From an optimization exercise on the open Yosys and OpenROAD flow, aimed at small area; shortcuts taken in it are not production practice.
Function was checked by simulation only, so behaviour that the tests miss may differ from the original.
Power figures rest on the tool's default switching activity, not on a simulated workload.

## flow/config.mk

```make
export PLATFORM = sky130hd
export DESIGN_NAME = decodeStage
export DESIGN_NICKNAME = decodeStage
export VERILOG_FILES = /design/flow/design.v
export SDC_FILE = /design/flow/constraint.sdc
export NUM_CORES = 4
export LEC_CHECK = 0
export CAP_MARGIN = 20
export CORE_MARGIN = 2
export CORE_UTILIZATION = 35
export PLACE_DENSITY = 0.42
export SLEW_MARGIN = 20
```

## flow/constraint.sdc

```tcl
create_clock -name core_clock -period 5.5 [get_ports {clk}]
set_input_delay 1.1000 -clock core_clock [delete_from_list [all_inputs] [get_ports {clk}]]
set_output_delay 1.1000 -clock core_clock [all_outputs]
set_load 0.01 [all_outputs]
```

## flow/run.sh

```bash
#!/bin/bash
# synth_recipe.tcl (not shown) runs the flow's synth.tcl, then flattens the netlist and writes it again
# the make line also repeats each setting of config.mk as NAME=value (left out here)
make -C /OpenROAD-flow-scripts/flow DESIGN_CONFIG=/design/flow/config.mk WORK_HOME=/design/flow/orfs CLKGATE_MAP_FILE= SYNTH_SCRIPT=/design/flow/synth_recipe.tcl finish
```

## flow/design.v

```verilog
package common;
    localparam int XLEN          = 64;
    localparam int REG_COUNT     = 32;
    localparam int REG_IDX_W     = 5;
    localparam int INSTR_W       = 32;
    localparam int ALUOP_W       = 3;
    localparam int MEMMODE_W     = 4;
    localparam int FWD_SRC_COUNT = 2;   
    localparam logic [ALUOP_W-1:0] ALU_ADD = 3'd0;
    localparam logic [ALUOP_W-1:0] ALU_SUB = 3'd1;
    localparam logic [ALUOP_W-1:0] ALU_AND = 3'd2;
    localparam logic [ALUOP_W-1:0] ALU_OR  = 3'd3;
    localparam logic [ALUOP_W-1:0] ALU_XOR = 3'd4;
    localparam logic [ALUOP_W-1:0] ALU_SLL = 3'd5;
    localparam logic [ALUOP_W-1:0] ALU_SRL = 3'd6;
    localparam logic [ALUOP_W-1:0] ALU_SRA = 3'd7;
    localparam logic [MEMMODE_W-1:0] MEM_B  = 4'b0000;
    localparam logic [MEMMODE_W-1:0] MEM_H  = 4'b0001;
    localparam logic [MEMMODE_W-1:0] MEM_W  = 4'b0011;
    localparam logic [MEMMODE_W-1:0] MEM_D  = 4'b0111;
    localparam logic [MEMMODE_W-1:0] MEM_BU = 4'b1000;
    localparam logic [MEMMODE_W-1:0] MEM_HU = 4'b1001;
    localparam logic [MEMMODE_W-1:0] MEM_WU = 4'b1011;
    localparam logic [6:0] OP_LUI    = 7'b0110111;
    localparam logic [6:0] OP_AUIPC  = 7'b0010111;
    localparam logic [6:0] OP_JAL    = 7'b1101111;
    localparam logic [6:0] OP_JALR   = 7'b1100111;
    localparam logic [6:0] OP_BRANCH = 7'b1100011;
    localparam logic [6:0] OP_LOAD   = 7'b0000011;
    localparam logic [6:0] OP_STORE  = 7'b0100011;
    localparam logic [6:0] OP_IMM    = 7'b0010011;
    localparam logic [6:0] OP_REG    = 7'b0110011;
    localparam logic [6:0] OP_IMM32  = 7'b0011011;
    localparam logic [6:0] OP_REG32  = 7'b0111011;
endpackage
`timescale 1ns/1ps
module mainDecoder (
    input  logic [common::INSTR_W-1:0]   instr,
    output logic [common::REG_IDX_W-1:0] rs1Idx,
    output logic [common::REG_IDX_W-1:0] rs2Idx,
    output logic [common::REG_IDX_W-1:0] wd,
    output logic [common::XLEN-1:0]      imm,
    output logic [common::ALUOP_W-1:0]   aluOp,
    output logic                         srcB,
    output logic                         isBranch,
    output logic                         isWriteBack,
    output logic                         isMemRead,
    output logic                         isMemWrite,
    output logic [common::MEMMODE_W-1:0] memMode,
    output logic                         rv64,
    output logic                         legal
);
    logic [6:0] opcode;
    logic [2:0] funct3;
    logic [6:0] funct7;
    logic       f7Zero;
    logic       f7Alt;
    logic [common::XLEN-1:0] immI;
    logic [common::XLEN-1:0] immS;
    logic [common::XLEN-1:0] immB;
    logic [common::XLEN-1:0] immU;
    logic [common::XLEN-1:0] immJ;
    function automatic logic [common::ALUOP_W-1:0] aluSel(input logic [2:0] f3, input logic alt);
        case (f3)
            3'b000:  aluSel = alt ? common::ALU_SUB : common::ALU_ADD;
            3'b001:  aluSel = common::ALU_SLL;
            3'b100:  aluSel = common::ALU_XOR;
            3'b101:  aluSel = alt ? common::ALU_SRA : common::ALU_SRL;
            3'b110:  aluSel = common::ALU_OR;
            3'b111:  aluSel = common::ALU_AND;
            default: aluSel = common::ALU_SUB;   
        endcase
    endfunction
    function automatic logic [common::MEMMODE_W-1:0] memSel(input logic [2:0] f3);
        case (f3)
            3'b000:  memSel = common::MEM_B;
            3'b001:  memSel = common::MEM_H;
            3'b010:  memSel = common::MEM_W;
            3'b011:  memSel = common::MEM_D;
            3'b100:  memSel = common::MEM_BU;
            3'b101:  memSel = common::MEM_HU;
            default: memSel = common::MEM_WU;
        endcase
    endfunction
    assign opcode = instr[6:0];
    assign funct3 = instr[14:12];
    assign funct7 = instr[31:25];
    assign f7Zero = (funct7 == 7'h00);
    assign f7Alt  = (funct7 == 7'h20);
    assign immI = {{52{instr[31]}}, instr[31:20]};
    assign immS = {{52{instr[31]}}, instr[31:25], instr[11:7]};
    assign immB = {{52{instr[31]}}, instr[7], instr[30:25], instr[11:8], 1'b0};
    assign immU = {{32{instr[31]}}, instr[31:12], 12'b0};
    assign immJ = {{44{instr[31]}}, instr[19:12], instr[20], instr[30:21], 1'b0};
    always_comb begin
        rs1Idx      = instr[19:15];
        rs2Idx      = '0;
        wd          = instr[11:7];
        imm         = immI;
        aluOp       = common::ALU_ADD;
        srcB        = 1'b1;
        isBranch    = 1'b0;
        isWriteBack = 1'b1;
        isMemRead   = 1'b0;
        isMemWrite  = 1'b0;
        memMode     = memSel(funct3);
        rv64        = 1'b0;
        legal       = 1'b1;
        case (opcode)
            common::OP_LUI, common::OP_AUIPC: begin
                rs1Idx = '0;
                imm    = immU;
            end
            common::OP_JAL: begin
                rs1Idx = '0;
                imm    = immJ;
            end
            common::OP_JALR: legal = (funct3 == 3'b000);
            common::OP_BRANCH: begin
                rs2Idx      = instr[24:20];
                imm         = immB;
                aluOp       = common::ALU_SUB;
                srcB        = 1'b0;
                isBranch    = 1'b1;
                isWriteBack = 1'b0;
                legal       = (funct3[2:1] != 2'b01);
            end
            common::OP_LOAD: begin
                isMemRead = 1'b1;
                legal     = (funct3 != 3'b111);
            end
            common::OP_STORE: begin
                rs2Idx      = instr[24:20];
                imm         = immS;
                isWriteBack = 1'b0;
                isMemWrite  = 1'b1;
                legal       = ~funct3[2];
            end
            common::OP_IMM: begin
                aluOp = aluSel(funct3, funct3 == 3'b101 && instr[30]);
                if (funct3 == 3'b001) begin
                    legal = (funct7[6:1] == 6'h00);   
                end else if (funct3 == 3'b101) begin
                    legal = (funct7[6:1] == 6'h00) || (funct7[6:1] == 6'h10);
                end
            end
            common::OP_REG: begin
                rs2Idx = instr[24:20];
                srcB   = 1'b0;
                aluOp  = aluSel(funct3, instr[30]);
                legal  = f7Zero || (f7Alt && (funct3 == 3'b000 || funct3 == 3'b101));
            end
            common::OP_IMM32: begin
                rv64  = 1'b1;
                aluOp = aluSel(funct3, funct3 == 3'b101 && instr[30]);
                legal = (funct3 == 3'b000) || (funct3 == 3'b001 && f7Zero)
                    || (funct3 == 3'b101 && (f7Zero || f7Alt));
            end
            common::OP_REG32: begin
                rs2Idx = instr[24:20];
                srcB   = 1'b0;
                rv64   = 1'b1;
                aluOp  = aluSel(funct3, instr[30]);
                legal  = ((funct3 == 3'b000 || funct3 == 3'b101) && (f7Zero || f7Alt))
                    || (funct3 == 3'b001 && f7Zero);
            end
            default: legal = 1'b0;
        endcase
        if (!legal) begin
            isBranch    = 1'b0;
            isWriteBack = 1'b0;
            isMemRead   = 1'b0;
            isMemWrite  = 1'b0;
        end
        if (!isWriteBack) begin
            wd = '0;   
        end
    end
endmodule
`timescale 1ns/1ps
module regFile (
    input  logic                         clk,
    input  logic                         rst,
    input  logic                         wbEn,
    input  logic [common::REG_IDX_W-1:0] wbAddr,
    input  logic [common::XLEN-1:0]      wbData,
    input  logic [common::REG_IDX_W-1:0] rdAddr1,
    input  logic [common::REG_IDX_W-1:0] rdAddr2,
    output logic [common::XLEN-1:0]      rdData1,
    output logic [common::XLEN-1:0]      rdData2
);
    logic [common::XLEN-1:0] regs [common::REG_COUNT-1:1];   
    always_ff @(posedge clk) begin
        if (rst) begin
            for (int i = 1; i < common::REG_COUNT; i++) begin
                regs[i] <= '0;
            end
        end else if (wbEn && wbAddr != '0) begin
            regs[wbAddr] <= wbData;
        end
    end
    assign rdData1 = (rdAddr1 == '0) ? '0 : regs[rdAddr1];
    assign rdData2 = (rdAddr2 == '0) ? '0 : regs[rdAddr2];
endmodule
`timescale 1ns/1ps
module operandForward (
    input  logic [common::REG_IDX_W-1:0] idx,
    input  logic [common::XLEN-1:0]      regData,
    input  logic                         fwd1Valid,
    input  logic                         fwd1IsWb,
    input  logic [common::REG_IDX_W-1:0] fwd1Wd,
    input  logic [common::XLEN-1:0]      fwd1Data,
    input  logic                         fwd2Valid,
    input  logic                         fwd2IsWb,
    input  logic [common::REG_IDX_W-1:0] fwd2Wd,
    input  logic [common::XLEN-1:0]      fwd2Data,
    output logic [common::XLEN-1:0]      operand
);
    logic hit1;
    logic hit2;
    assign hit1 = fwd1Valid & fwd1IsWb & (fwd1Wd == idx) & (idx != '0);
    assign hit2 = fwd2Valid & fwd2IsWb & (fwd2Wd == idx) & (idx != '0);
    assign operand = hit2 ? fwd2Data : (hit1 ? fwd1Data : regData);
endmodule
`timescale 1ns/1ps
module decodeRegister (
    input  logic                         clk,
    input  logic                         rst,
    input  logic                         enable,
    input  logic                         inValid,
    input  logic                         legal,
    input  logic [common::XLEN-1:0]      instrAddr,
    input  logic [common::INSTR_W-1:0]   instr,
    input  logic [common::XLEN-1:0]      pcPlus4,
    input  logic [common::XLEN-1:0]      rs1Data,
    input  logic [common::XLEN-1:0]      rs2Data,
    input  logic [common::XLEN-1:0]      imm,
    input  logic [common::REG_IDX_W-1:0] wd,
    input  logic [common::ALUOP_W-1:0]   aluOp,
    input  logic                         srcB,
    input  logic                         isBranch,
    input  logic                         isWriteBack,
    input  logic                         isMemRead,
    input  logic                         isMemWrite,
    input  logic [common::MEMMODE_W-1:0] memMode,
    input  logic                         rv64,
    output logic                         exValid,
    output logic [common::XLEN-1:0]      exInstrAddr,
    output logic [common::INSTR_W-1:0]   exInstr,
    output logic [common::XLEN-1:0]      exPcPlus4,
    output logic [common::XLEN-1:0]      exRs1Data,
    output logic [common::XLEN-1:0]      exRs2Data,
    output logic [common::XLEN-1:0]      exImm,
    output logic [common::REG_IDX_W-1:0] exWd,
    output logic [common::ALUOP_W-1:0]   exAluOp,
    output logic                         exSrcB,
    output logic                         exIsBranch,
    output logic                         exIsWriteBack,
    output logic                         exIsMemRead,
    output logic                         exIsMemWrite,
    output logic [common::MEMMODE_W-1:0] exMemMode,
    output logic                         exRv64
);
    always_ff @(posedge clk) begin
        if (rst) begin
            exValid       <= 1'b0;
            exInstrAddr   <= '0;
            exInstr       <= '0;
            exPcPlus4     <= '0;
            exRs1Data     <= '0;
            exRs2Data     <= '0;
            exImm         <= '0;
            exWd          <= '0;
            exAluOp       <= '0;
            exSrcB        <= 1'b0;
            exIsBranch    <= 1'b0;
            exIsWriteBack <= 1'b0;
            exIsMemRead   <= 1'b0;
            exIsMemWrite  <= 1'b0;
            exMemMode     <= '0;
            exRv64        <= 1'b0;
        end else if (enable) begin
            exValid       <= inValid & legal;   
            exInstrAddr   <= instrAddr;
            exInstr       <= instr;
            exPcPlus4     <= pcPlus4;
            exRs1Data     <= rs1Data;
            exRs2Data     <= rs2Data;
            exImm         <= imm;
            exWd          <= wd;
            exAluOp       <= aluOp;
            exSrcB        <= srcB;
            exIsBranch    <= isBranch;
            exIsWriteBack <= isWriteBack;
            exIsMemRead   <= isMemRead;
            exIsMemWrite  <= isMemWrite;
            exMemMode     <= memMode;
            exRv64        <= rv64;
        end
    end
endmodule
`timescale 1ns/1ps
module decodeStage (
    input  logic                         clk,
    input  logic                         rst,
    input  logic                         instrValid,
    input  logic [common::INSTR_W-1:0]   instr,
    input  logic [common::XLEN-1:0]      instrAddr,
    input  logic [common::XLEN-1:0]      pcPlus4,
    input  logic                         bubbleHold,
    input  logic                         fwd1Valid,
    input  logic                         fwd1IsWb,
    input  logic [common::REG_IDX_W-1:0] fwd1Wd,
    input  logic [common::XLEN-1:0]      fwd1Data,
    input  logic                         fwd2Valid,
    input  logic                         fwd2IsWb,
    input  logic [common::REG_IDX_W-1:0] fwd2Wd,
    input  logic [common::XLEN-1:0]      fwd2Data,
    input  logic                         wbEn,
    input  logic [common::REG_IDX_W-1:0] wbAddr,
    input  logic [common::XLEN-1:0]      wbData,
    output logic                         lwHold,
    output logic                         exValid,
    output logic [common::XLEN-1:0]      exInstrAddr,
    output logic [common::INSTR_W-1:0]   exInstr,
    output logic [common::XLEN-1:0]      exPcPlus4,
    output logic [common::XLEN-1:0]      exRs1Data,
    output logic [common::XLEN-1:0]      exRs2Data,
    output logic [common::XLEN-1:0]      exImm,
    output logic [common::REG_IDX_W-1:0] exWd,
    output logic [common::ALUOP_W-1:0]   exAluOp,
    output logic                         exSrcB,
    output logic                         exIsBranch,
    output logic                         exIsWriteBack,
    output logic                         exIsMemRead,
    output logic                         exIsMemWrite,
    output logic [common::MEMMODE_W-1:0] exMemMode,
    output logic                         exRv64
);
    logic [common::REG_IDX_W-1:0] rsIdx   [common::FWD_SRC_COUNT];
    logic [common::XLEN-1:0]      rsData  [common::FWD_SRC_COUNT];
    logic [common::XLEN-1:0]      operand [common::FWD_SRC_COUNT];
    logic [common::REG_IDX_W-1:0] wd;
    logic [common::XLEN-1:0]      imm;
    logic [common::ALUOP_W-1:0]   aluOp;
    logic                 srcB;
    logic                 isBranch;
    logic                 isWriteBack;
    logic                 isMemRead;
    logic                 isMemWrite;
    logic [common::MEMMODE_W-1:0] memMode;
    logic                 rv64;
    logic                 legal;
    assign lwHold = instrValid & isMemRead;   
    mainDecoder mainDecoder_inst (
        .instr(instr), .rs1Idx(rsIdx[0]), .rs2Idx(rsIdx[1]), .wd(wd), .imm(imm),
        .aluOp(aluOp), .srcB(srcB), .isBranch(isBranch), .isWriteBack(isWriteBack),
        .isMemRead(isMemRead), .isMemWrite(isMemWrite), .memMode(memMode),
        .rv64(rv64), .legal(legal)
    );
    regFile regFile_inst (
        .clk(clk), .rst(rst), .wbEn(wbEn), .wbAddr(wbAddr), .wbData(wbData),
        .rdAddr1(rsIdx[0]), .rdAddr2(rsIdx[1]), .rdData1(rsData[0]), .rdData2(rsData[1])
    );
    for (genvar i = 0; i < common::FWD_SRC_COUNT; i++) begin : fwdGen
        operandForward operandForward_inst (
            .idx(rsIdx[i]), .regData(rsData[i]),
            .fwd1Valid(fwd1Valid), .fwd1IsWb(fwd1IsWb), .fwd1Wd(fwd1Wd), .fwd1Data(fwd1Data),
            .fwd2Valid(fwd2Valid), .fwd2IsWb(fwd2IsWb), .fwd2Wd(fwd2Wd), .fwd2Data(fwd2Data),
            .operand(operand[i])
        );
    end
    decodeRegister decodeRegister_inst (
        .clk(clk), .rst(rst), .enable(~bubbleHold), .inValid(instrValid), .legal(legal),
        .instrAddr(instrAddr), .instr(instr), .pcPlus4(pcPlus4),
        .rs1Data(operand[0]), .rs2Data(operand[1]), .imm(imm), .wd(wd), .aluOp(aluOp),
        .srcB(srcB), .isBranch(isBranch), .isWriteBack(isWriteBack),
        .isMemRead(isMemRead), .isMemWrite(isMemWrite), .memMode(memMode), .rv64(rv64),
        .exValid(exValid), .exInstrAddr(exInstrAddr), .exInstr(exInstr),
        .exPcPlus4(exPcPlus4), .exRs1Data(exRs1Data), .exRs2Data(exRs2Data),
        .exImm(exImm), .exWd(exWd), .exAluOp(exAluOp), .exSrcB(exSrcB),
        .exIsBranch(exIsBranch), .exIsWriteBack(exIsWriteBack),
        .exIsMemRead(exIsMemRead), .exIsMemWrite(exIsMemWrite),
        .exMemMode(exMemMode), .exRv64(exRv64)
    );
endmodule
```

==> qor.csv <==
stage;metric;value;unit
outcome;status;timing/DRC/antenna clean;
synth;netlist_instances;11200;
global_routing;grt_pass1_vias;104000;
clock_network;clockBufferDepth;4;
clock_network;cts.sinks;2386;
setup_path;start_kind;primary input;
synth;synth_cell_types;94;
sta;tightest_slew;1.32;ns
cells_and_area;nets;12000;
global_routing;gr-total-overflow;0;
cells_and_area;final_common_cell;edfxtp_1;
global_routing;grt_max_degree;130;
cells_and_area;area_growth;20.4;%
floorplanning;die_area;361000;um2
placed_design;placed_area;141000;um2
pwr;ir_drop;0.000230;V
route;vias;110000;
route;vias_per_cell;6.59;
sta;hold_violations;0;
cells_and_area;fill_cells;33500;
cells_and_area;multi_input_area;52700;um2
clock_network;cts-root-buf;clkbuf_16;
clock_network;cts_max_level;5;
pwr;p_int;33600;uW
clock_network;cts_tree;yes;
cells_and_area;finalInstanceArea;150000;um2
clock_network;clock_latency;0.96;ns
setup_path;cp-end-kind;output pin;
synth;yosys_register_bits;2386;
floorplanning;std_cell_rows;219;
route;drc;0;
floorplanning;die_h;601;um
synth;synth_top_area_share;49.3;%
pwr;power;46600;uW
pwr;power.density;310;nW/um2
route;wl_per_cell;45.7;um
synth;synth-seq-area-share;54.7;%
sta;max_freq;198;MHz
route;drt_iter0_drc;18700;
floorplanning;initial_core_util;35.1;%
floorplanning;die_w;601;um
synth;async_flop_share;0;%
pwr;switching_share;28.0;%
synth;synth_edf_count;2048;
synth;avgSynthCellArea;11.2;um2
sta;final_max_slew_viol_count;0;
global_routing;grt_usage;40.9;%
route;drtAntennaViolNets;0;
synth;synth_area;125000;um2
route;wl;765000;um
setup_path;path_max_fanout;12;
pwr;leakagePower;0.0529;uW
clock_network;cts_hold_buf;0;
pwr;combPwrFrac;12.5;%
setup_path;cp.arrival;3.95;ns
sta;holdWs;0.462;ns
floorplanning;io_pins;748;
synth;synth_flop_cell;edfxtp_1;
clock_network;post-cts-setup-buffers;0;
global_routing;grt_pass1_wl;1000000;um
pwr;p_sw;13100;uW
sta;setup_tns;0;ns
synth;yosys.area.top_type;edfxtp_1;
synth;ys_top_cells_by_area;edfxtp_1, and2_1, dfxtp_1;
global_routing;antenna_found_initial;188;
clock_network;clk_pin_slew;0.06;ns
cells_and_area;area.sequential;68300;um2
setup_path;crit_type;in -> out;
min_path;hp-class;reg -> reg;
cells_and_area;drive_gt1_share;12.7;%
flow_run;maxCapViolCount;0;
placed_design;dp_hpwl;466000;um
floorplanning;core_area;355000;um2
pwr;seqPwrFrac;45.8;%
placed_design;gp_congestion;0.924;
sta;rsz0062_at_grt;no;
sta;min_period_over_period;91.8;%
sta;max_slew_margin;10.8;%
pwr;clkPwrFrac;41.6;%
sta;finalClockSkew;0.0687;ns
sta;period_needed;5.05;ns
synth;yosysWarnings;7;
cells_and_area;final_cell_mix;edfxtp_1, and2_1, nand2_1, clkdlybuf4s50_1, mux2i_1;
clock_network;ctsResizeCount;0;
route;first_pass_iters;7;
sta;setup_viol;0;
placed_design;portBuffers;747;
clock_network;numCtsBuffers;297;
setup_path;cp.required;4.40;ns
==> worst max-delay path: stages <==
cell and delay (ns):
clkdlybuf4s50_1 0.74, nand3b_1 0.40, nor3_1 0.35, a31oi_1 0.15, o211ai_1 0.14, a31oi_1 0.14
nor3b_1 0.32, clkdlybuf4s50_1 0.60
==> flip-flops by register name, indices dropped and copies added (netlist names), 3 cells and up <==
name and count:
regFile_inst.regs 2048, decodeRegister_inst.exInstrAddr 64, decodeRegister_inst.exPcPlus4 64, decodeRegister_inst.exRs1Data 64, decodeRegister_inst.exRs2Data 64, decodeRegister_inst.exImm 32
decodeRegister_inst.exInstr 31, decodeRegister_inst.exWd 5, decodeRegister_inst.exMemMode 4, decodeRegister_inst.exAluOp 3
==> per-layer routing <==
layer | track usage (%) | wire [um]
met3 | 10.1 | 84000
met1 | 51.4 | 286000
met4 | 28.8 | 60200
met2 | 61.8 | 334000
met5 | 0 | 302
==> area by class of cell <==
class / count / share of cell area, %
antenna: 167 / 0.278
clock buffer: 424 / 5.52
clock inverter: 111 / 0.584
inverter: 19 / 0.0574
multi-input combinational: 7594 / 35.1
sequential: 2386 / 45.4
tap: 4751 / 3.95
timing repair buffer: 1299 / 9.13
==> worst paths after layout <==
| path | cells past startpoint | start | slack, ns | end |
|---|---|---|---|---|
| worst max-delay path | 8 | instr[3] | 0.45 | lwHold |
| worst min-delay path | 2 | decodeRegister_inst.exValid$_SDFFE_PP0N_ | 0.46 | decodeRegister_inst.exValid$_SDFFE_PP0N_ |
| worst max register to register | 6 | regFile_inst.regs[19][57]$_SDFFCE_PN0P_ | 2.95 | decodeRegister_inst.exRs2Data[57]$_SDFFE_PP0N_ |
| worst min register to register | 2 | decodeRegister_inst.exValid$_SDFFE_PP0N_ | 0.46 | decodeRegister_inst.exValid$_SDFFE_PP0N_ |
==> power by group through the flow <==
stage	Clock, uW	Combinational, uW	Sequential [uW]
floorplan	0	2500	21600
global placement	0	5640	21700
detailed placement	0	5640	21700
CTS	19500	5660	21300
global route	20200	5890	21400
finish	19400	5840	21400
==> kinds of logic after synthesis <==
family	count (synthesis)	share of synthesized area [%]
buffers and inverters	1241	4.13
flip-flops	2386	54.7
multiplexers	940	8.94
AO/OA/AOI/OAI	2647	15.1
AND/OR/NAND/NOR	3931	17.0
other	1	0.00300
XOR/XNOR	12	0.0842
==> Yosys cell counts, drive strengths merged, types with 17 or more instances <==
library cell,instances
a22o,28
o32ai,34
o311ai,21
mux2i,615
buf,369
mux4,117
a221o,82
nor2,467
a21boi,31
nand4,86
clkbuf,853
and2,1990
o41ai,33
nor4,17
dfxtp,338
o21a,91
a32o,25
and3,75
edfxtp,2048
o211ai,56
o22ai,112
nor3b,22
inv,17
or3,31
nand3,208
a221oi,320
a211oi,159
o221ai,131
a2bb2oi,43
a2111oi,78
a21oi,556
a22oi,128
a21o,85
a31oi,155
o21ai,380
mux2,208
nor3,184
nand2,746
nor2b,37
a211o,25
==> through the flow <==
stage / cells / utilization (%) / worst slack [ns]
after detailed placement: 16000 / 39.6 / -0.0692
final: 16800 / 42.3 / 0.450
after floorplan: 11200 / - / -1.39
after global placement: 16000 / 39.6 / -0.281
after CTS: 16600 / 42.2 / 0.473
after global routing: 16600 / 42.2 / 0.248

port drivers added, routing unchanged:
How much do the figures lean on ideal ports? The routed layout below was timed once more, with nothing changed but the port constraints.
Step 1, drivers: a clkbuf_16 drives clk and a buf_2 each remaining input, both assumed.
Step 2 times the ports against the registers' clock, not the clock port: input delays grow and output delays shrink by t, the midpoint of the rising clock arrivals with the driver on.
Slacks: no drivers / after step 1 / after step 2; pairs: no drivers / after step 1.
t (ns): 1.058
setup WS [ns]: 0.450 / 0.352 / -0.493
hold WS [ns]: 0.462 / 0.453 / 0.462
latest minus earliest clock arrival (ns): 0.075 / 0.075
slew at the worst register clock pin (ns): 0.07 / 0.07
With both steps, setup timing fails in this run, where it was met with ideal ports. The setup slack of this run moves by -0.098 ns with the drivers and by -0.943 ns with both steps.
